From an optimization exercise on the open Yosys and OpenROAD flow, aimed at small area; shortcuts taken in it are not production practice. The RTL was checked by simulation tests, not by an equivalence proof against the original design. No activity file was given, so power comes from the tool's default toggle rates. No driver is modelled on the clock port, so clocking that relies on it looks cheaper here than on a real chip.

==> design/flow/config.mk <==
export PLATFORM = sky130hd
export DESIGN_NAME = imem_loader
export DESIGN_NICKNAME = imem_loader
export VERILOG_FILES = /design/flow/design.v
export SDC_FILE = /design/flow/constraint.sdc
export NUM_CORES = 4
export LEC_CHECK = 0
export CAP_MARGIN = 10
export CORE_MARGIN = 2
export CORE_UTILIZATION = 55
export GPL_TIMING_DRIVEN = 0
export PLACE_DENSITY = 0.7
export SETUP_SLACK_MARGIN = 0.1
export SLEW_MARGIN = 10
export SYNTH_HIERARCHICAL = 1
==> design/flow/constraint.sdc <==
create_clock -name core_clock -period 7.0 [get_ports {clk}]
set_input_delay 1.4000 -clock core_clock [delete_from_list [all_inputs] [get_ports {clk}]]
set_output_delay 1.4000 -clock core_clock [all_outputs]
set_load 0.01 [all_outputs]
==> design/flow/design.v <==
module imem_hold (
  input  logic q,
  input  logic e,
  input  logic en,
  input  logic w,
  output logic d
);
  assign d = (q | e) & (w | en);
endmodule
module imem_and2 (
  input  logic a,
  input  logic b,
  output logic y
);
  assign y = a & b;
endmodule
module imem_nand2 (
  input  logic a,
  input  logic b,
  output logic y_n
);
  assign y_n = ~(a & b);
endmodule
module imem_dec8e (
  input  logic [2:0] a,
  input  logic       en,
  output logic [7:0] y
);
  for (genvar i = 0; i < 8; i++) begin : g_y
    assign y[i] = en && (a == 3'(i));
  end
endmodule
module imem_dec8 (
  input  logic [2:0] a,
  output logic [7:0] y
);
  for (genvar i = 0; i < 8; i++) begin : g_y
    assign y[i] = (a == 3'(i));
  end
endmodule
module imem_aoi3 (
  input  logic d0, d1, d2,
  input  logic s0, s1, s2,
  output logic y_n
);
  assign y_n = ~((d0 & s0) | (d1 & s1) | (d2 & s2));
endmodule
module imem_nand4 (
  input  logic a, b, c, d,
  output logic y_n
);
  assign y_n = ~(a & b & c & d);
endmodule
module imem_nand3 (
  input  logic a, b, c,
  output logic y_n
);
  assign y_n = ~(a & b & c);
endmodule
module imem_nor2 (
  input  logic a, b,
  output logic y_n
);
  assign y_n = ~(a | b);
endmodule
module imem_or22 (
  input  logic [20:0] x_n,
  input  logic        d,
  input  logic        s,
  output logic        y
);
  logic [21:0] l_n;
  logic [5:0]  grp;
  logic [2:0]  pair_n;
  assign l_n[20:0] = x_n;
  imem_nand2 u_last (.a(d), .b(s), .y_n(l_n[21]));
  for (genvar i = 0; i < 5; i++) begin : g_n4
    imem_nand4 u_n4 (.a(l_n[4*i]), .b(l_n[4*i+1]), .c(l_n[4*i+2]), .d(l_n[4*i+3]), .y_n(grp[i]));
  end
  imem_nand2 u_n2 (.a(l_n[20]), .b(l_n[21]), .y_n(grp[5]));
  for (genvar i = 0; i < 3; i++) begin : g_o2
    imem_nor2 u_o2 (.a(grp[2*i]), .b(grp[2*i+1]), .y_n(pair_n[i]));
  end
  imem_nand3 u_out (.a(pair_n[0]), .b(pair_n[1]), .c(pair_n[2]), .y_n(y));
endmodule
module imem_loader (
  input  logic          clk,
  input  logic          rst,
  input  logic          start,
  input  logic          byte_valid,
  input  logic [7:0]    byte_data,
  output logic          byte_ready,
  output logic          busy,
  output logic          cpu_hold,
  output logic          done,
  output logic          error,
  output logic [15:0]   load_count,
  input  logic [31:0]   address,
  output logic [31:0]   Instr
);
  localparam logic [2:0] IDLE   = 3'd0;
  localparam logic [2:0] LEN_LO = 3'd1;
  localparam logic [2:0] LEN_HI = 3'd2;
  localparam logic [2:0] DATA   = 3'd3;
  localparam logic [2:0] DONE   = 3'd4;
  logic [2:0]  state, next_state;
  logic [31:0] mem [64];
  logic [7:0]  len_lo;      
  logic [1:0]  bidx;        
  logic [23:0] shreg;       
  logic        error_q;
  logic [6:0]  cnt;         
  logic        fire, wr_en, len_big;
  logic [6:0]  cnt_inc;
  logic [31:0] wdata;
  assign byte_ready = (state == LEN_LO) || (state == LEN_HI) || (state == DATA);
  assign fire       = byte_valid && byte_ready;
  assign cnt_inc    = cnt + 7'd1;
  assign len_big    = (byte_data != 8'd0) || len_lo[7] || (len_lo[6] && (len_lo[5:0] != 6'd0));
  assign wr_en      = (state == DATA) && fire && (bidx == 2'd3);
  assign wdata      = {byte_data, shreg};
  assign busy       = (state != IDLE);
  assign cpu_hold   = busy;
  assign done       = (state == DONE);
  assign error      = error_q;
  assign load_count = {9'd0, cnt};
  always_comb begin
    next_state = state;
    case (state)
      IDLE:   if (start) next_state = LEN_LO;
      LEN_LO: if (fire) next_state = LEN_HI;
      LEN_HI: if (fire) begin
        if ({byte_data, len_lo} == 16'd0) next_state = DONE;
        else if (len_big)                 next_state = IDLE;
        else                              next_state = DATA;
      end
      DATA:   if (wr_en && cnt_inc == len_lo[6:0]) next_state = DONE;
      default: next_state = IDLE;
    endcase
  end
  always_ff @(posedge clk or posedge rst) begin
    if (rst) begin
      state   <= IDLE;
      error_q <= 1'b0;
      cnt     <= '0;
    end else begin
      state <= next_state;
      if (state == IDLE && start) begin
        error_q <= 1'b0;
        cnt     <= '0;
      end
      if (state == LEN_HI && fire && len_big) error_q <= 1'b1;
      if (wr_en) cnt <= cnt_inc;
    end
  end
  always_ff @(posedge clk) begin
    if (state == LEN_LO) len_lo <= byte_data;
    if (state != DATA)   bidx <= 2'd0;
    else if (fire)       bidx <= bidx + 2'd1;
    if (bidx == 2'd0) shreg[7:0]   <= byte_data;
    if (bidx == 2'd1) shreg[15:8]  <= byte_data;
    if (bidx == 2'd2) shreg[23:16] <= byte_data;
  end
  logic [7:0]  wlo, whi;
  logic [63:0] we, we_n;
  logic [31:0] mem_d [64];
  imem_dec8e u_wlo (.a(cnt[2:0]), .en(wr_en), .y(wlo));
  imem_dec8 u_whi (.a(cnt[5:3]), .y(whi));
  for (genvar k = 0; k < 64; k++) begin : g_word
    imem_and2  u_we  (.a(wlo[k%8]), .b(whi[k/8]), .y(we[k]));
    imem_nand2 u_wen (.a(wlo[k%8]), .b(whi[k/8]), .y_n(we_n[k]));
    for (genvar j = 0; j < 32; j++) begin : g_bit
      imem_hold u_hold (.q(mem[k][j]), .e(we[k]), .en(we_n[k]), .w(wdata[j]), .d(mem_d[k][j]));
    end
    always_ff @(posedge clk) mem[k] <= mem_d[k];
  end
  logic [7:0]  rlo, rhi;
  logic [63:0] rsel;
  imem_dec8 u_rlo (.a(address[4:2]), .y(rlo));
  imem_dec8 u_rhi (.a(address[7:5]), .y(rhi));
  for (genvar k = 0; k < 64; k++) begin : g_rsel
    imem_and2 u_rs (.a(rlo[k%8]), .b(rhi[k/8]), .y(rsel[k]));
  end
  for (genvar j = 0; j < 32; j++) begin : g_rd
    logic [20:0] leg_n;
    for (genvar g = 0; g < 21; g++) begin : g_leg
      imem_aoi3 u_aoi (
        .d0(mem[3*g][j]), .d1(mem[3*g+1][j]), .d2(mem[3*g+2][j]),
        .s0(rsel[3*g]),   .s1(rsel[3*g+1]),   .s2(rsel[3*g+2]),
        .y_n(leg_n[g]));
    end
    imem_or22 u_or (.x_n(leg_n), .d(mem[63][j]), .s(rsel[63]), .y(Instr[j]));
  end
endmodule
==> design/flow/flow/run.sh <==
#!/bin/bash
# Layout flow for imem_loader: the standard synthesis unchanged, then the
# standard ORFS steps with three changes:
#  - ports are buffered with buf_2 instead of the default delay-cell buffer,
#  - the repair steps may not use the largest buffers (buf_6 and up),
#  - clock tree: clkbuf_16 only, larger sink clusters, no dummy loads.
# Each tool's output goes to its own log file in this folder.
set -uo pipefail

PLATFORM_DONT_USE="sky130_fd_sc_hd__probe_p_8 sky130_fd_sc_hd__probec_p_8 \
 sky130_fd_sc_hd__lpflow_bleeder_1 sky130_fd_sc_hd__lpflow_clkbufkapwr_1 \
 sky130_fd_sc_hd__lpflow_clkbufkapwr_16 sky130_fd_sc_hd__lpflow_clkbufkapwr_2 \
 sky130_fd_sc_hd__lpflow_clkbufkapwr_4 sky130_fd_sc_hd__lpflow_clkbufkapwr_8 \
 sky130_fd_sc_hd__lpflow_clkinvkapwr_1 sky130_fd_sc_hd__lpflow_clkinvkapwr_16 \
 sky130_fd_sc_hd__lpflow_clkinvkapwr_2 sky130_fd_sc_hd__lpflow_clkinvkapwr_4 \
 sky130_fd_sc_hd__lpflow_clkinvkapwr_8 sky130_fd_sc_hd__lpflow_decapkapwr_12 \
 sky130_fd_sc_hd__lpflow_decapkapwr_3 sky130_fd_sc_hd__lpflow_decapkapwr_4 \
 sky130_fd_sc_hd__lpflow_decapkapwr_6 sky130_fd_sc_hd__lpflow_decapkapwr_8 \
 sky130_fd_sc_hd__lpflow_inputiso0n_1 sky130_fd_sc_hd__lpflow_inputiso0p_1 \
 sky130_fd_sc_hd__lpflow_inputiso1n_1 sky130_fd_sc_hd__lpflow_inputiso1p_1 \
 sky130_fd_sc_hd__lpflow_inputisolatch_1 sky130_fd_sc_hd__lpflow_isobufsrc_1 \
 sky130_fd_sc_hd__lpflow_isobufsrc_16 sky130_fd_sc_hd__lpflow_isobufsrc_2 \
 sky130_fd_sc_hd__lpflow_isobufsrc_4 sky130_fd_sc_hd__lpflow_isobufsrc_8 \
 sky130_fd_sc_hd__lpflow_isobufsrckapwr_16 \
 sky130_fd_sc_hd__lpflow_lsbuf_lh_hl_isowell_tap_1 \
 sky130_fd_sc_hd__lpflow_lsbuf_lh_hl_isowell_tap_2 \
 sky130_fd_sc_hd__lpflow_lsbuf_lh_hl_isowell_tap_4 \
 sky130_fd_sc_hd__lpflow_lsbuf_lh_isowell_4 \
 sky130_fd_sc_hd__lpflow_lsbuf_lh_isowell_tap_1 \
 sky130_fd_sc_hd__lpflow_lsbuf_lh_isowell_tap_2 \
 sky130_fd_sc_hd__lpflow_lsbuf_lh_isowell_tap_4"
EXTRA_DONT_USE="sky130_fd_sc_hd__buf_6 sky130_fd_sc_hd__buf_8 sky130_fd_sc_hd__buf_12 sky130_fd_sc_hd__buf_16 \
 sky130_fd_sc_hd__bufbuf_8 sky130_fd_sc_hd__bufbuf_16 sky130_fd_sc_hd__bufinv_8 \
 sky130_fd_sc_hd__bufinv_16 sky130_fd_sc_hd__clkdlybuf4s15_1 sky130_fd_sc_hd__clkdlybuf4s15_2 \
 sky130_fd_sc_hd__clkdlybuf4s18_1 sky130_fd_sc_hd__clkdlybuf4s18_2 \
 sky130_fd_sc_hd__clkdlybuf4s25_1 sky130_fd_sc_hd__clkdlybuf4s25_2 \
 sky130_fd_sc_hd__clkdlybuf4s50_1 sky130_fd_sc_hd__clkdlybuf4s50_2"

# 1. Standard synthesis, unchanged.
bash standard.sh synth > synth.log 2>&1 || { echo "synthesis failed; see synth.log"; exit 1; }

# 2. Floorplan to final layout.
bash standard.sh finish \
  "DONT_USE_CELLS=$PLATFORM_DONT_USE $EXTRA_DONT_USE" \
  "BUFFER_PORTS_ARGS=-buffer_cell sky130_fd_sc_hd__buf_2" \
  "CTS_ARGS=-sink_clustering_enable -repair_clock_nets -buf_list sky130_fd_sc_hd__clkbuf_16 -sink_clustering_size 30 -sink_clustering_max_diameter 200 -dont_use_dummy_load" \
  > layout.log 2>&1 || { echo "layout failed; see layout.log"; tail -30 layout.log; exit 1; }

test -f out/final.def || { echo "no out/final.def"; exit 1; }
==> design/flow/standard.sh <==
#!/bin/bash
# synth_recipe.tcl (not shown) runs the flow's synth.tcl, then flattens the netlist and writes it again
# the make line also repeats each setting of config.mk as NAME=value (left out here)
make -C /OpenROAD-flow-scripts/flow DESIGN_CONFIG=/design/flow/config.mk WORK_HOME=/design/flow/orfs CLKGATE_MAP_FILE= SYNTH_SCRIPT=/design/flow/synth_recipe.tcl "${@:-finish}"
==> results of run 1 <==
stage by stage:
step / utilization / TNS (ns)
final: 0.600 / 0
after global routing: 0.600 / 0
after CTS: 0.600 / 0
after detailed placement: 0.584 / 0
after global placement: 0.573 / -2.29
after floorplan: - / 0
critical path: cells and delay by family:
family          cells  cell delay (ns)
compound gates      1             0.34
simple gates        5             2.82
buf+inv             2             0.35
area by class of cell:
class | instances | area share
inverter | 7 | 0.000506
antenna | 2 | 0.0000653
tap | 1662 | 0.0271
buffer | 12 | 0.00118
sequential | 2093 | 0.551
timing repair buffer | 213 | 0.0191
clock buffer | 79 | 0.0258
multi-input combinational | 3393 | 0.375
power breakdown:
| group | switching (mW) | total, mW | internal, mW |
|---|---|---|---|
| Clock | 3.56 | 5.61 | 2.05 |
| Sequential | 0.0924 | 12.1 | 12.0 |
| Combinational | 0.562 | 0.781 | 0.219 |
routing by layer:
metal / routed length, um / global-route usage / share of wire / vias to the layer above
li1: - / - / - / 24563
met1: 98600 / 0.490 / 0.41 / 29693
met2: 103000 / 0.516 / 0.42 / 3352
met3: 28900 / 0.0880 / 0.12 / 531
met4: 12400 / 0.172 / 0.051 / 14
met5: 114 / 0.00370 / 0.00047 / -
synth_stat cells (2+ instances only):
library cell,instances,area share
a21oi_1,3,0.00021
a222oi_1,672,0.095
and2_1,129,0.011
and3_1,4,0.00035
and3_2,3,0.00032
and3b_2,9,0.0013
and4b_2,3,0.00048
and4bb_2,3,0.00053
buf_4,10,0.0011
dfrtp_1,11,0.0039
dfxtp_1,2050,0.58
edfxtp_1,32,0.014
ha_1,5,0.00088
inv_1,6,0.00032
mux2i_1,2,0.00028
nand2_1,138,0.0073
nand3_1,34,0.0024
nand4_1,160,0.014
nor2_1,109,0.0058
nor3_1,6,0.00042
nor3b_1,11,0.0012
nor4_1,2,0.00018
o21ai_0,13,0.00092
o22a_1,2048,0.25
or2_1,2,0.00018
xnor2_1,8,0.00099
xor2_1,3,0.00037
state kept, by name (all words and copies together), names as in the netlist:
signal,count
bidx,2
cnt,7
error_q,1
len_lo,8
mem,2048
shreg,24
state,3
Yosys stat by module, one instance, submodules excluded, a selection:
module	copies in the design	cell area [um2]	flip-flops and latches	cells
imem_nor2	96	3.75	0	1
imem_dec8	3	65.1	0	8
imem_nand2	128	3.75	0	1
imem_aoi3	672	10.0	0	1
imem_hold	2048	8.76	0	1
imem_dec8e	1	96.3	0	8
imem_and2	128	6.26	0	1
imem_loader	1	43000	2093	2201
imem_nand4	160	6.26	0	1
imem_nand3	32	5.00	0	1
cell families (layout without fill, tap and decap cells):
logic type	after synthesis	after routing	share of synthesized area
AOI/OAI and AO/OA	2744	2744	0.351
DFF	2093	2093	0.598
and+or+nand+nor	622	622	0.0474
buffers and inverters	19	311	0.00182
xor gates and xnor gates	11	11	0.00136
adders and majority gates	5	5	0.000884
muxes	2	2	0.000283
other	1	11	0.0000530
how the worst max path moves through the flow:
stage	start	endpoint	slack, ns	cells after the start
finish	address[5]	Instr[31]	0.65	8
global route	address[5]	Instr[31]	0.66	8
CTS	address[6]	Instr[20]	0.83	8
detailed placement	address[6]	Instr[20]	0.85	8
global placement	address[2]	Instr[15]	-0.20	8
floorplan	address[4]	Instr[0]	2.65	6
==> flow_metrics.env, run 1 <==
export IMPL_antenna_found_initial=12
export IMPL_cp_slowest_cell="nor3b_1"
export IMPL_dieArea_um2=132000
export IMPL_drtIter0Drc=9368
export IMPL_seq_area_frac_synth=0.598
export IMPL_final_area_um2=76700
export IMPL_cts_resized_gates=0
export IMPL_min_period_over_period=0.907
export IMPL_grtUsageTotal=0.354
export IMPL_cts_setup_buffers=0
export IMPL_grt_overflow_total=0
export IMPL_ff2ff_path_depth=8
export IMPL_cts_tree="yes"
export IMPL_rrSetupSlack_ns=3.48
export IMPL_synth_ff_type="dfxtp_1"
export IMPL_fmax_mhz=158
export IMPL_synth_cell_types=48
export IMPL_htree_levels=3
export IMPL_async_flop_share=0.00526
export IMPL_cts_buffers=79
export IMPL_power_mw=18.5
export IMPL_pre_cts_ws_ns=0.848
export IMPL_fin_cells=7461
export IMPL_hpwl_um=151000
export IMPL_place_area_um2=74600
export IMPL_cts_sink_count=2093
export IMPL_maxCapViolCount=0
export IMPL_start_kind="input port"
export IMPL_wl_um=243000
export IMPL_core_area_um2=128000
export IMPL_dr_pass1_iters=14
export IMPL_min_period_ns=6.35
export IMPL_min_path_cells=1
export IMPL_path_class="input port to output pin"
export IMPL_p_per_area_nw_per_um2=241
export IMPL_remaining_drc_errors=0
export IMPL_dp_cells=7380
export IMPL_rr_endpoint="mem[32][1]"
export IMPL_portBuffers=60
export IMPL_worstPathArrival_ns=4.95
export IMPL_syn_inst=5497
export IMPL_mostFrequentLayoutCells="dfxtp_1 (2050), o22a_1 (2048), a222oi_1 (672), buf_4 (168), nand4_1 (160)"
export IMPL_hold_ws_ns=0.482
export IMPL_slew_viol_final=0
export IMPL_hold_class="register to register"
export IMPL_slew_headroom=0.168
export IMPL_ir_drop_mv=0.242
export IMPL_vias_per_cell=7.79
export IMPL_initial_core_util=0.554
export IMPL_avgSynthCellArea_um2=12.9
export IMPL_grt_pass1_vias=53789
export IMPL_finalWorstSetupSlack_ns=0.654
export IMPL_multi_input_area_um2=28700
export IMPL_cpPeakStageDelay_ns=0.92
export IMPL_antenna_left=0
export IMPL_hold_path_end="mem[4][26]"
export IMPL_die_x_um=363
export IMPL_cp_max_fo=32
export IMPL_cts_root_buf="clkbuf_16"
export IMPL_grt_start_max_net_pins=58
export IMPL_path_clk_slew_ns=0.10
export IMPL_r2r_start="state[2]"
export IMPL_io_pins=97
export IMPL_die_h_um=363
export IMPL_skew_ns=0.0541
export IMPL_via_count=58153
export IMPL_hold_violations=0
export IMPL_fin_nets=5848
export IMPL_regArea_um2=42300
export IMPL_path_common_cell="buf_2"
export IMPL_place_gp_congestion=0.868
export IMPL_ctsHoldBuffers=0
export IMPL_worstPathRequired_ns=5.60
export IMPL_final_common_cell="dfxtp_1"
export IMPL_fill_cells=10361
export IMPL_synth_seq_cells=2093
export IMPL_crit_chain="buf_2 > nor3b_1 > and2_2 > a222oi_1 > nand4_1 > nor2_1 > nand3_1 > buf_2"
export IMPL_wl_per_cell_um=32.6
export IMPL_min_from="mem[4][26]"
export IMPL_outcome="timing/DRC/antenna clean"
export IMPL_setup_viol=0
export IMPL_synth_area_um2=70700
export IMPL_synth_edf_count=32
export IMPL_layout_drive_gt1_share=0.0906
export IMPL_area_growth_pct=8.36
export IMPL_grt_setup_unrepaired="false"
export IMPL_cellLeakagePower_nw=27.2
export IMPL_clk_path_buf_depth=3
export IMPL_grt_pass1_wl_um=354000
export IMPL_clock_latency_ns=0.71
export IMPL_endpoint_kind="output pin"
export IMPL_worst_slew_pin_slew_ns=1.24
export IMPL_ys_warn_count=10
export IMPL_rows=131
==> run 2, diff against run 1 <==
--- a/design/flow/config.mk
+++ b/design/flow/config.mk
@@ -9,5 +9,5 @@
 export CORE_MARGIN = 2
-export CORE_UTILIZATION = 55
+export CORE_UTILIZATION = 65
 export GPL_TIMING_DRIVEN = 0
-export PLACE_DENSITY = 0.7
+export PLACE_DENSITY = 0.8
 export SETUP_SLACK_MARGIN = 0.1
==> flow_metrics.env, run 2 <==
export IMPL_cts_setup_buffers=0
export IMPL_path_common_cell="buf_2"
export IMPL_wl_um=235000
export IMPL_via_count=58222
export IMPL_endpoint_kind="output pin"
export IMPL_ys_warn_count=10
export IMPL_synth_cell_types=48
export IMPL_cts_sink_count=2093
export IMPL_wl_per_cell_um=32.8
export IMPL_synth_edf_count=32
export IMPL_initial_core_util=0.653
export IMPL_hpwl_um=138000
export IMPL_grtUsageTotal=0.401
export IMPL_rows=121
export IMPL_worst_slew_pin_slew_ns=1.29
export IMPL_synth_seq_cells=2093
export IMPL_drtIter0Drc=9316
export IMPL_fmax_mhz=159
export IMPL_grt_pass1_wl_um=342000
export IMPL_grt_pass1_vias=55154
export IMPL_power_frac_seq=0.658
export IMPL_grt_overflow_total=0
export IMPL_io_pins=97
export IMPL_intPower_mw=14.2
export IMPL_synth_common_cells="dfxtp_1 (2050), o22a_1 (2048), a222oi_1 (672)"
export IMPL_syn_inst=5497
export IMPL_tns_ns=0
export IMPL_core_area_um2=108000
export IMPL_maxCapViolCount=0
export IMPL_synth_ff_type="dfxtp_1"
export IMPL_clock_latency_ns=0.72
export IMPL_start_kind="input port"
export IMPL_top_regs="mem x2048, shreg x24, len_lo x8"
export IMPL_place_area_um2=73900
export IMPL_largest_register_ffs=2048
export IMPL_remaining_drc_errors=0
export IMPL_cts_resized_gates=0
export IMPL_switching_share=0.225
export IMPL_seq_area_frac_synth=0.598
export IMPL_p_per_area_nw_per_um2=242
export IMPL_cts_root_buf="clkbuf_16"
export IMPL_final_area_um2=75900
export IMPL_vias_per_cell=8.14
export IMPL_hold_violations=0
export IMPL_synth_most_common_cell="dfxtp_1"
export IMPL_antenna_found_initial=8
export IMPL_htree_levels=3
export IMPL_path_clk_slew_ns=0.10
export IMPL_antenna_left=0
export IMPL_critical_path_top_delay_family="simple AND/OR/NAND/NOR gates"
export IMPL_grt_start_max_net_pins=65
export IMPL_cts_tree="yes"
export IMPL_cpPeakStageDelay_ns=0.97
export IMPL_path_class="input port to output pin"
export IMPL_worstPathBufferInverterCount=2
export IMPL_dieArea_um2=111000
export IMPL_async_flop_share=0.00526
export IMPL_setup_viol=0
export IMPL_place_gp_congestion=0.914
export IMPL_slew_headroom=0.139
export IMPL_synthTopCellsByArea="dfxtp_1 (58%), o22a_1 (25%), a222oi_1 (9.5%), nand4_1 (1.4%), edfxtp_1 (1.4%)"
export IMPL_fin_nets=5787
export IMPL_outcome="timing/DRC/antenna clean"
export IMPL_grt_setup_unrepaired="false"
export IMPL_hold_class="register to register"
export IMPL_min_period_over_period=0.900
export IMPL_final_common_cell="dfxtp_1"
export IMPL_synth_area_um2=70700
export IMPL_synth_area_leader_cell="dfxtp_1"
export IMPL_clockPowerShare=0.302
export IMPL_synth_top_area_frac=0.580
export IMPL_largest_register="mem"
export IMPL_ir_drop_mv=0.237
export IMPL_cellLeakagePower_nw=26.9
export IMPL_combPwrFrac=0.041
export IMPL_worstPathRequired_ns=5.60
export IMPL_area_growth_pct=7.30
export IMPL_clk_path_buf_depth=3
export IMPL_cp_max_fo=32
export IMPL_power_switching_mw=4.14
export IMPL_skew_ns=0.0315
export IMPL_fin_cells=7154
export IMPL_layout_drive_gt1_share=0.0809
export IMPL_mostFrequentLayoutCells="dfxtp_1 (2050), o22a_1 (2048), a222oi_1 (672), nand4_1 (160), and2_2 (128)"
export IMPL_avgSynthCellArea_um2=12.9
export IMPL_portBuffers=60
export IMPL_crit_chain="buf_2 > nor3b_1 > and2_2 > a222oi_1 > nand4_1 > nor2_1 > nand3_1 > buf_2"
export IMPL_worstPathArrival_ns=4.90
export IMPL_dp_cells=7070
export IMPL_cts_buffers=79
export IMPL_die_x_um=334
export IMPL_cp_slowest_cell="nor3b_1"
export IMPL_ctsHoldBuffers=0
export IMPL_dr_pass1_iters=13
export IMPL_slew_viol_final=0
export IMPL_min_period_ns=6.30
export IMPL_die_h_um=334
[run 2: changes by cell type in the layout (fill, tap and decap cells not counted), sizes merged]
| cell | previous run | this run |
|---|---|---|
| buf | 224 | 162 |
| clkbuf | 80 | 81 |
| diode | 2 | 4 |
[run 2: final timing paths]
path                            startpoint          end  slack [ns]  cells past startpoint
min in group asynchronous              rst       cnt[0]        0.68                      2
worst max-delay path            address[7]    Instr[11]        0.70                      8
worst min-delay path            mem[58][0]   mem[58][0]        0.48                      1
worst max register to register    state[2]  mem[40][13]        3.37                      8
max in group asynchronous              rst       cnt[1]        6.02                      2
worst min register to register  mem[58][0]   mem[58][0]        0.48                      1
[run 2: cell type report]
type / instances / area, um2
Timing Repair Buffer: 152 / 1010
Inverter: 7 / 38.8
Fill cell: 7912 / 32500
Multi-Input combinational cell: 3393 / 28700
Clock buffer: 79 / 1980
Sequential cell: 2093 / 42300
Buffer: 12 / 90.1
Antenna cell: 4 / 10.0
Tap cell: 1414 / 1770
[run 2: through the flow]
stage	hold slack, ns	power (mW)	utilization	setup slack (ns)
6_report	0.482	18.4	0.700	0.703
5_1_grt	0.492	18.8	0.700	0.883
4_1_cts	0.485	18.4	0.700	0.716
3_5_place_dp	0.461	13.1	0.681	0.720
3_3_place_gp	0.453	13.0	0.672	0.0920
2_1_floorplan	0.447	12.7	-	2.65
[run 2: kinds of logic (layout without fill, tap and decap cells)]
group / Yosys count / after routing / share of synthesized area
buf+inv: 19 / 250 / 0.00182
other cells: 1 / 13 / 0.0000530
simple gates: 622 / 622 / 0.0474
mux: 2 / 2 / 0.000283
xor+xnor: 11 / 11 / 0.00136
flops: 2093 / 2093 / 0.598
compound gates: 2744 / 2744 / 0.351
fa+ha+maj: 5 / 5 / 0.000884
[run 2: Yosys stat by module, one instance, submodules excluded, a selection]
module,flip-flops and latches,copies in the design,cells
imem_hold,0,2048,1
imem_nand3,0,32,1
imem_dec8e,0,1,8
imem_nor2,0,96,1
imem_nand4,0,160,1
imem_dec8,0,3,8
imem_aoi3,0,672,1
imem_nand2,0,128,1
imem_and2,0,128,1
imem_loader,2093,1,2201
[run 2: layer usage]
metal	track usage	wire, um
met5	0.0117	230
met2	0.596	101000
met4	0.227	14100
met1	0.516	86400
met3	0.126	33400
[run 2: power groups by stage]
stage / Sequential [mW] / Clock [mW] / Combinational [mW]
floorplan: 12.5 / 0 / 0.228
global placement: 12.6 / 0 / 0.371
detailed placement: 12.4 / 0 / 0.714
CTS: 12.1 / 5.57 / 0.716
global route: 12.1 / 5.96 / 0.765
finish: 12.1 / 5.55 / 0.751
==> run 3, diff against run 2 <==
--- a/design/flow/design.v
+++ b/design/flow/design.v
@@ -7,3 +7,10 @@
 );
-  assign d = (q | e) & (w | en);
+  assign d = ~((q | e) & (w | en));
+endmodule
+module imem_xor2 (
+  input  logic a,
+  input  logic b,
+  output logic y
+);
+  assign y = a ^ b;
 endmodule
@@ -114,3 +121,3 @@
   logic [6:0]  cnt_inc;
-  logic [31:0] wdata;
+  logic [31:0] wdata;       
   assign byte_ready = (state == LEN_LO) || (state == LEN_HI) || (state == DATA);
@@ -120,3 +127,3 @@
   assign wr_en      = (state == DATA) && fire && (bidx == 2'd3);
-  assign wdata      = {byte_data, shreg};
+  assign wdata      = {byte_p, shreg};   
   assign busy       = (state != IDLE);
@@ -159,6 +166,19 @@
     else if (fire)       bidx <= bidx + 2'd1;
-    if (bidx == 2'd0) shreg[7:0]   <= byte_data;
-    if (bidx == 2'd1) shreg[15:8]  <= byte_data;
-    if (bidx == 2'd2) shreg[23:16] <= byte_data;
-  end
+  end
+  logic p;
+  always_ff @(posedge clk) p <= ~p;
+  logic [7:0] byte_p;
+  for (genvar b = 0; b < 8; b++) begin : g_bp
+    imem_xor2 u_x (.a(byte_data[b]), .b(p), .y(byte_p[b]));
+  end
+  logic [2:0]  ld, ld_n;
+  logic [23:0] shreg_d;
+  assign ld[0] = (bidx == 2'd0);
+  assign ld[1] = (bidx == 2'd1);
+  assign ld[2] = (bidx == 2'd2);
+  assign ld_n  = ~ld;
+  for (genvar j = 0; j < 24; j++) begin : g_sh
+    imem_hold u_hold (.q(shreg[j]), .e(ld[j/8]), .en(ld_n[j/8]), .w(byte_p[j%8]), .d(shreg_d[j]));
+  end
+  always_ff @(posedge clk) shreg <= shreg_d;
   logic [7:0]  wlo, whi;
@@ -191,4 +211,6 @@
     end
-    imem_or22 u_or (.x_n(leg_n), .d(mem[63][j]), .s(rsel[63]), .y(Instr[j]));
-  end
-endmodule
+    logic rd_p;
+    imem_or22 u_or (.x_n(leg_n), .d(mem[63][j]), .s(rsel[63]), .y(rd_p));
+    imem_xor2 u_x (.a(rd_p), .b(p), .y(Instr[j]));
+  end
+endmodule
==> flow_metrics.env, run 3 <==
export IMPL_outcome="timing/DRC/antenna clean"
export IMPL_cts_buffers=79
export IMPL_slew_viol_final=0
export IMPL_wl_per_cell_um=32.0
export IMPL_synth_top_area_frac=0.630
export IMPL_synth_xor_area_frac=0.00678
export IMPL_fmax_mhz=146
export IMPL_synthAdderAreaFrac=0.000949
export IMPL_final_common_cell="o22ai_1"
export IMPL_post_route_util=0.707
export IMPL_synthTopCellsByArea="dfxtp_1 (63%), o22ai_1 (20%), a222oi_1 (10%), nand4_1 (1.5%), and2_1 (1.2%)"
export IMPL_cts_root_buf="clkbuf_16"
export IMPL_drtIter0Drc=11651
export IMPL_path_class="input port to output pin"
export IMPL_rrSetupSlack_ns=3.13
export IMPL_avgSynthCellArea_um2=11.8
export IMPL_slew_headroom=0.0819
export IMPL_rows=116
export IMPL_synth_cell_types=47
export IMPL_maxCapViolCount=0
export IMPL_mostFrequentLayoutCells="o22ai_1 (2073), dfxtp_1 (2050), a222oi_1 (672), nand4_1 (160), nor2_1 (109)"
export IMPL_synth_area_mux_share=0.000304
export IMPL_worstPathArrival_ns=5.46
export IMPL_synth_most_common_cell="dfxtp_1"
export IMPL_die_h_um=322
export IMPL_io_pins=97
export IMPL_cts_setup_buffers=0
export IMPL_cp_max_fo=32
export IMPL_finalWorstSetupSlack_ns=0.144
export IMPL_fill_cells=7189
export IMPL_synth_area_leader_cell="dfxtp_1"
export IMPL_p_per_area_nw_per_um2=280
export IMPL_ys_warn_count=10
export IMPL_fin_cells=7126
export IMPL_cts_resized_gates=0
export IMPL_worstPathRequired_ns=5.60
export IMPL_synth_ff_type="dfxtp_1"
export IMPL_largest_register_ffs=2048
export IMPL_path_clk_slew_ns=0.11
export IMPL_wl_um=228000
export IMPL_setup_viol=0
export IMPL_grtUsageTotal=0.417
export IMPL_async_flop_share=0.00525
export IMPL_min_period_over_period=0.979
export IMPL_synth_compound_gate_area_share=0.301
export IMPL_clk_path_buf_depth=3
export IMPL_synth_common_cells="dfxtp_1 (2075), o22ai_1 (2073), a222oi_1 (672)"
export IMPL_via_count=58698
export IMPL_endpoint_kind="output pin"
export IMPL_skew_ns=0.0492
export IMPL_grt_setup_unrepaired="false"
export IMPL_ctsHoldBuffers=0
export IMPL_min_period_ns=6.86
export IMPL_cts_tree="yes"
export IMPL_largest_register="mem"
export IMPL_grt_overflow_total=0
export IMPL_portBuffers=60
export IMPL_grt_pass1_wl_um=334000
export IMPL_hold_violations=0
export IMPL_area_growth_pct=7.59
export IMPL_hpwl_um=134000
export IMPL_core_area_um2=100000
export IMPL_hold_ws_ns=0.450
export IMPL_start_kind="input port"
export IMPL_remaining_drc_errors=0
export IMPL_top_regs="mem x2048, shreg x24, len_lo x8"
export IMPL_dp_cells=7028
export IMPL_synth_top_family_by_area="compound AO/OA/AOI/OAI gates"
export IMPL_layout_drive_gt1_share=0.0720
export IMPL_fin_nets=5814
export IMPL_synth_edf_count=8
export IMPL_antenna_left=0
export IMPL_cellLeakagePower_nw=25.2
export IMPL_place_gp_congestion=0.958
export IMPL_antenna_found_initial=9
export IMPL_pre_cts_ws_ns=0.381
export IMPL_htree_levels=3
export IMPL_initial_core_util=0.657
export IMPL_hold_class="register to register"
export IMPL_clock_latency_ns=0.72
export IMPL_synth_seq_cells=2094
export IMPL_synthSimpleGateAreaFrac=0.0509
export IMPL_worst_slew_pin_slew_ns=1.38
export IMPL_grt_pass1_vias=53709
export IMPL_seq_area_frac_synth=0.638
export IMPL_dieArea_um2=104000
export IMPL_ir_drop_mv=0.382
export IMPL_synth_area_um2=65900
export IMPL_syn_inst=5566
export IMPL_cts_sink_count=2094
export IMPL_die_x_um=322
export IMPL_dr_pass1_iters=14
export IMPL_grt_start_max_net_pins=66
export IMPL_vias_per_cell=8.24
## run 3: per-stage QoR
step / instance area, um2 / total power, mW / setup TNS, ns
after floorplan: 65900 / 13.6 / 0
after global placement: 67900 / 14.4 / -1.11
after detailed placement: 68700 / 14.5 / 0
after CTS: 70700 / 19.7 / 0
after global routing: 70900 / 20.3 / 0
final: 70900 / 19.9 / 0
## run 3: logic make-up (layout without fill, tap and decap cells)
| kind of cell | Yosys count | count (layout) |
|---|---|---|
| AO/OA/AOI/OAI | 2768 | 2768 |
| flip-flops | 2094 | 2094 |
| AND/OR/NAND/NOR | 622 | 622 |
| XOR/XNOR | 51 | 51 |
| buffers and inverters | 23 | 212 |
| adder cells (fa/ha/maj) | 5 | 5 |
| multiplexers | 2 | 2 |
| other | 1 | 15 |
## run 3: final timing paths
path                            start           to  cells after the start
max reg2reg                  state[2]  mem[32][24]                      8
max                        address[2]     Instr[9]                      9
max in group asynchronous         rst       cnt[1]                      2
min in group asynchronous         rst      error_q                      2
min                        mem[63][7]   mem[63][7]                      1
min reg2reg                mem[63][7]   mem[63][7]                      1
## run 3: per-module statistics from Yosys (local to each module, per instance), excerpt
module	area, um2	flops+latches	times used	cells inside
imem_hold	6.26	0	2072	1
imem_nand2	3.75	0	128	1
imem_aoi3	10.0	0	672	1
imem_dec8e	96.3	0	1	8
imem_nand3	5.00	0	32	1
imem_nand4	6.26	0	160	1
imem_xor2	8.76	0	40	1
imem_and2	6.26	0	128	1
imem_dec8	65.1	0	3	8
imem_nor2	3.75	0	96	1
imem_loader	42800	2094	1	2206
## run 3: report_power, final
group | switching [mW] | internal, mW | leakage [nW]
clock network | 3.49 | 2.05 | 0.974
registers | 1.22 | 12.0 | 19.3
logic | 0.602 | 0.459 | 4.95
total | 5.32 | 14.6 | 25.2
## run 3: critical path: stages
cell and delay, ns:
buf_2 0.15, and3_2 0.37, and2_1 0.64, a222oi_1 0.96
nand4_1 0.38, nor2_1 0.73, nand3_1 0.38, xor2_1 0.24
buf_2 0.18
## run 3: per-layer routing
metal	global-route usage	wire, um	vias to the layer above
li1	-	-	24728
met1	0.572	83900	28677
met2	0.573	93500	4597
met3	0.152	36900	690
met4	0.224	13800	6
met5	0	41	-
## run 3: layout make-up
cell class / count / area, um2 / area share
inverters: 11 / 53.8 / 0.000759
clock buffers: 79 / 1980 / 0.0279
multi-input cells: 3457 / 24200 / 0.341
flip-flops and latches: 2094 / 42100 / 0.594
plain buffers: 12 / 90.1 / 0.00127
diodes: 6 / 15.0 / 0.000212
well taps: 1357 / 1700 / 0.0239
repair buffers: 110 / 749 / 0.0106
==> run 4, diff against run 3 <==
--- a/design/flow/config.mk
+++ b/design/flow/config.mk
@@ -9,5 +9,5 @@
 export CORE_MARGIN = 2
-export CORE_UTILIZATION = 65
+export CORE_UTILIZATION = 70
 export GPL_TIMING_DRIVEN = 0
-export PLACE_DENSITY = 0.8
+export PLACE_DENSITY = 0.82
 export SETUP_SLACK_MARGIN = 0.1
==> flow_metrics.env, run 4 <==
export IMPL_outcome="timing/DRC/antenna clean"
export IMPL_core_area_um2=93300
export IMPL_synth_edf_count=8
export IMPL_wl_per_cell_um=33.0
export IMPL_synth_area_leader_cell="dfxtp_1"
export IMPL_die_h_um=311
export IMPL_grt_pass1_vias=55002
export IMPL_min_from="mem[6][24]"
export IMPL_largest_register="mem"
export IMPL_cp_endpoint="Instr[1]"
export IMPL_synth_top_area_frac=0.630
export IMPL_area_growth_pct=7.45
export IMPL_fin_cells=7027
export IMPL_hpwl_um=134000
export IMPL_worstPathArrival_ns=5.34
export IMPL_cts_setup_buffers=0
export IMPL_wl_um=232000
export IMPL_cts_sink_count=2094
export IMPL_endpoint_kind="output pin"
export IMPL_worst_slew_pin_slew_ns=1.37
export IMPL_hold_class="register to register"
export IMPL_cellLeakagePower_nw=25.2
export IMPL_initial_core_util=0.706
export IMPL_async_flop_share=0.00525
export IMPL_post_route_util=0.759
export IMPL_dr_pass1_iters=15
export IMPL_drtIter0Drc=12344
export IMPL_dieArea_um2=96600
export IMPL_grtUsageTotal=0.452
export IMPL_fin_nets=5820
export IMPL_io_pins=97
export IMPL_path_class="input port to output pin"
export IMPL_synthTopCellsByArea="dfxtp_1 (63%), o22ai_1 (20%), a222oi_1 (10%), nand4_1 (1.5%), and2_1 (1.2%)"
export IMPL_portBuffers=60
export IMPL_clk_path_buf_depth=3
export IMPL_cts_buffers=79
export IMPL_skew_ns=0.0486
export IMPL_grt_overflow_total=0
export IMPL_seq_area_frac_synth=0.638
export IMPL_layout_drive_gt1_share=0.0752
export IMPL_dp_cells=6934
export IMPL_synth_cell_types=47
export IMPL_worstPathRequired_ns=5.60
export IMPL_grt_pass1_wl_um=339000
export IMPL_setup_viol=0
export IMPL_r2r_start="state[2]"
export IMPL_path_clk_slew_ns=0.09
export IMPL_synth_common_cells="dfxtp_1 (2075), o22ai_1 (2073), a222oi_1 (672)"
export IMPL_synth_most_common_cell="dfxtp_1"
export IMPL_synth_seq_cells=2094
export IMPL_ys_warn_count=10
export IMPL_rrSetupSlack_ns=3.37
export IMPL_critPathLaunch="address[2]"
export IMPL_syn_inst=5566
export IMPL_vias_per_cell=8.51
export IMPL_mostFrequentLayoutCells="o22ai_1 (2073), dfxtp_1 (2050), a222oi_1 (672), nand4_1 (160), and2_2 (112)"
export IMPL_antenna_found_initial=12
export IMPL_slew_headroom=0.0842
export IMPL_synth_ff_type="dfxtp_1"
export IMPL_start_kind="input port"
export IMPL_cts_resized_gates=0
export IMPL_finalWorstSetupSlack_ns=0.264
export IMPL_place_gp_congestion=0.914
export IMPL_min_period_ns=6.74
export IMPL_hold_violations=0
export IMPL_ctsHoldBuffers=0
export IMPL_fmax_mhz=148
export IMPL_top_regs="mem x2048, shreg x24, len_lo x8"
export IMPL_cp_max_fo=32
export IMPL_pre_cts_ws_ns=0.711
export IMPL_maxCapViolCount=0
export IMPL_remaining_drc_errors=0
export IMPL_final_common_cell="o22ai_1"
export IMPL_ff2ff_path_depth=8
export IMPL_synth_area_um2=65900
export IMPL_die_x_um=311
export IMPL_grt_start_max_net_pins=66
export IMPL_ir_drop_mv=0.388
export IMPL_clock_latency_ns=0.72
export IMPL_via_count=59826
export IMPL_fill_cells=6368
export IMPL_htree_levels=3
export IMPL_largest_register_ffs=2048
export IMPL_rows=112
export IMPL_min_period_over_period=0.962
export IMPL_slew_viol_final=0
export IMPL_cts_root_buf="clkbuf_16"
export IMPL_rr_endpoint="mem[56][9]"
export IMPL_cts_tree="yes"
export IMPL_grt_setup_unrepaired="false"
export IMPL_antenna_left=0
export IMPL_avgSynthCellArea_um2=11.8
export IMPL_p_per_area_nw_per_um2=281
-- run 4: through the flow --
step / TNS, ns / power (mW) / instance area [um2] / hold WS (ns)
final: 0 / 19.9 / 70800 / 0.449
after global routing: 0 / 20.3 / 70800 / 0.460
after CTS: 0 / 19.7 / 70600 / 0.450
after detailed placement: 0 / 14.5 / 68700 / 0.436
after global placement: -1.87 / 14.4 / 67800 / 0.429
after floorplan: 0 / 13.6 / 65900 / 0.421
-- run 4: kinds of logic (layout without fill, tap and decap cells) --
family / count (synthesis) / after routing / synth area share
AO/OA/AOI/OAI: 2768 / 2768 / 0.301
XOR/XNOR: 51 / 51 / 0.00678
adder cells (fa/ha/maj): 5 / 5 / 0.000949
buffers and inverters: 23 / 218 / 0.00218
flip-flops: 2094 / 2094 / 0.638
multiplexers: 2 / 2 / 0.000304
other: 1 / 13 / 0.0000569
AND/OR/NAND/NOR: 622 / 622 / 0.0509
-- run 4: routing by layer --
layer	vias to the layer above	GRT usage	routed length [um]
li1	24735	-	-
met1	28953	0.596	81400
met2	5191	0.625	94000
met3	939	0.178	39700
met4	8	0.272	16800
met5	-	0	51
-- run 4: where the power goes --
group | switching [mW] | total, mW | leakage (nW) | internal (mW)
registers | 1.13 | 13.2 | 19.3 | 12.0
clock network | 3.48 | 5.53 | 0.974 | 2.05
logic | 0.714 | 1.18 | 4.98 | 0.468
total | 5.32 | 19.9 | 25.2 | 14.6
-- run 4: final cells by class --
type / instances / area, um2 / area share
antenna: 4 / 10.0 / 0.000141
multi-input combinational: 3457 / 24200 / 0.342
sequential: 2094 / 42100 / 0.595
buffer: 12 / 90.1 / 0.00127
inverter: 11 / 53.8 / 0.000760
tap: 1254 / 1570 / 0.0222
timing repair buffer: 116 / 773 / 0.0109
clock buffer: 79 / 1980 / 0.0279
-- run 4: worst max-delay path, stage by stage --
cell and delay (ns):
buf_2 0.15, and3_2 0.34, and2_2 0.51, a222oi_1 0.87, nand4_1 0.48, nor2_1 0.72
nand3_1 0.39, xor2_1 0.24, buf_2 0.18
-- run 4: modules after synthesis, one instance, submodules excluded, a selection --
module | flip-flops and latches | cells
imem_and2 | 0 | 1
imem_nand2 | 0 | 1
imem_xor2 | 0 | 1
imem_dec8 | 0 | 8
imem_nand4 | 0 | 1
imem_aoi3 | 0 | 1
imem_nor2 | 0 | 1
imem_hold | 0 | 1
imem_nand3 | 0 | 1
imem_loader | 2094 | 2206
imem_dec8e | 0 | 8
-- run 4: worst min path at each step --
| stage | to | slack (ns) | cells past startpoint |
|---|---|---|---|
| global route | mem[21][25] | 0.46 | 1 |
| global placement | mem[6][7] | 0.43 | 1 |
| finish | mem[6][24] | 0.45 | 1 |
| floorplan | mem[0][0] | 0.42 | 1 |
| detailed placement | mem[45][19] | 0.44 | 1 |
| CTS | mem[2][25] | 0.45 | 1 |

==> port drivers added, routing unchanged <==
Ports are ideal in the flow. The routed layouts listed here were re-timed in OpenROAD. Step 1 (the two cells are an assumption about what drives the block):
set clk [get_ports {clk}]
set_driving_cell -lib_cell sky130_fd_sc_hd__clkbuf_16 $clk
set_driving_cell -lib_cell sky130_fd_sc_hd__buf_2 [delete_from_list [all_inputs] $clk]
Step 2 moves the port delays by t, midway between the first and last clock arrival at a register: inputs arrive t later, outputs are due t later. That takes back most of the time a late clock gives input paths. a / b / c = ideal ports / drivers / drivers and shift; a / b = the first two.
run	shift t [ns]	setup WS [ns]	worst setup path after step 2	worst slew at a driven data input, ns	cell pins on the clock port's net
run 1	0.784	0.654 / 0.490 / 0.490	input to output	0.18	1
run 2	0.780	0.703 / 0.564 / 0.564	input to output	0.14	1
run 3	0.771	0.144 / 0.009 / 0.009	input to output	0.22	1
run 4	0.778	0.264 / 0.185 / 0.185	input to output	0.14	1
After both steps setup and hold are still met in every run listed. The setup slack of run 1, which loses most, moves by -0.164 ns with the drivers and by -0.164 ns with both steps.
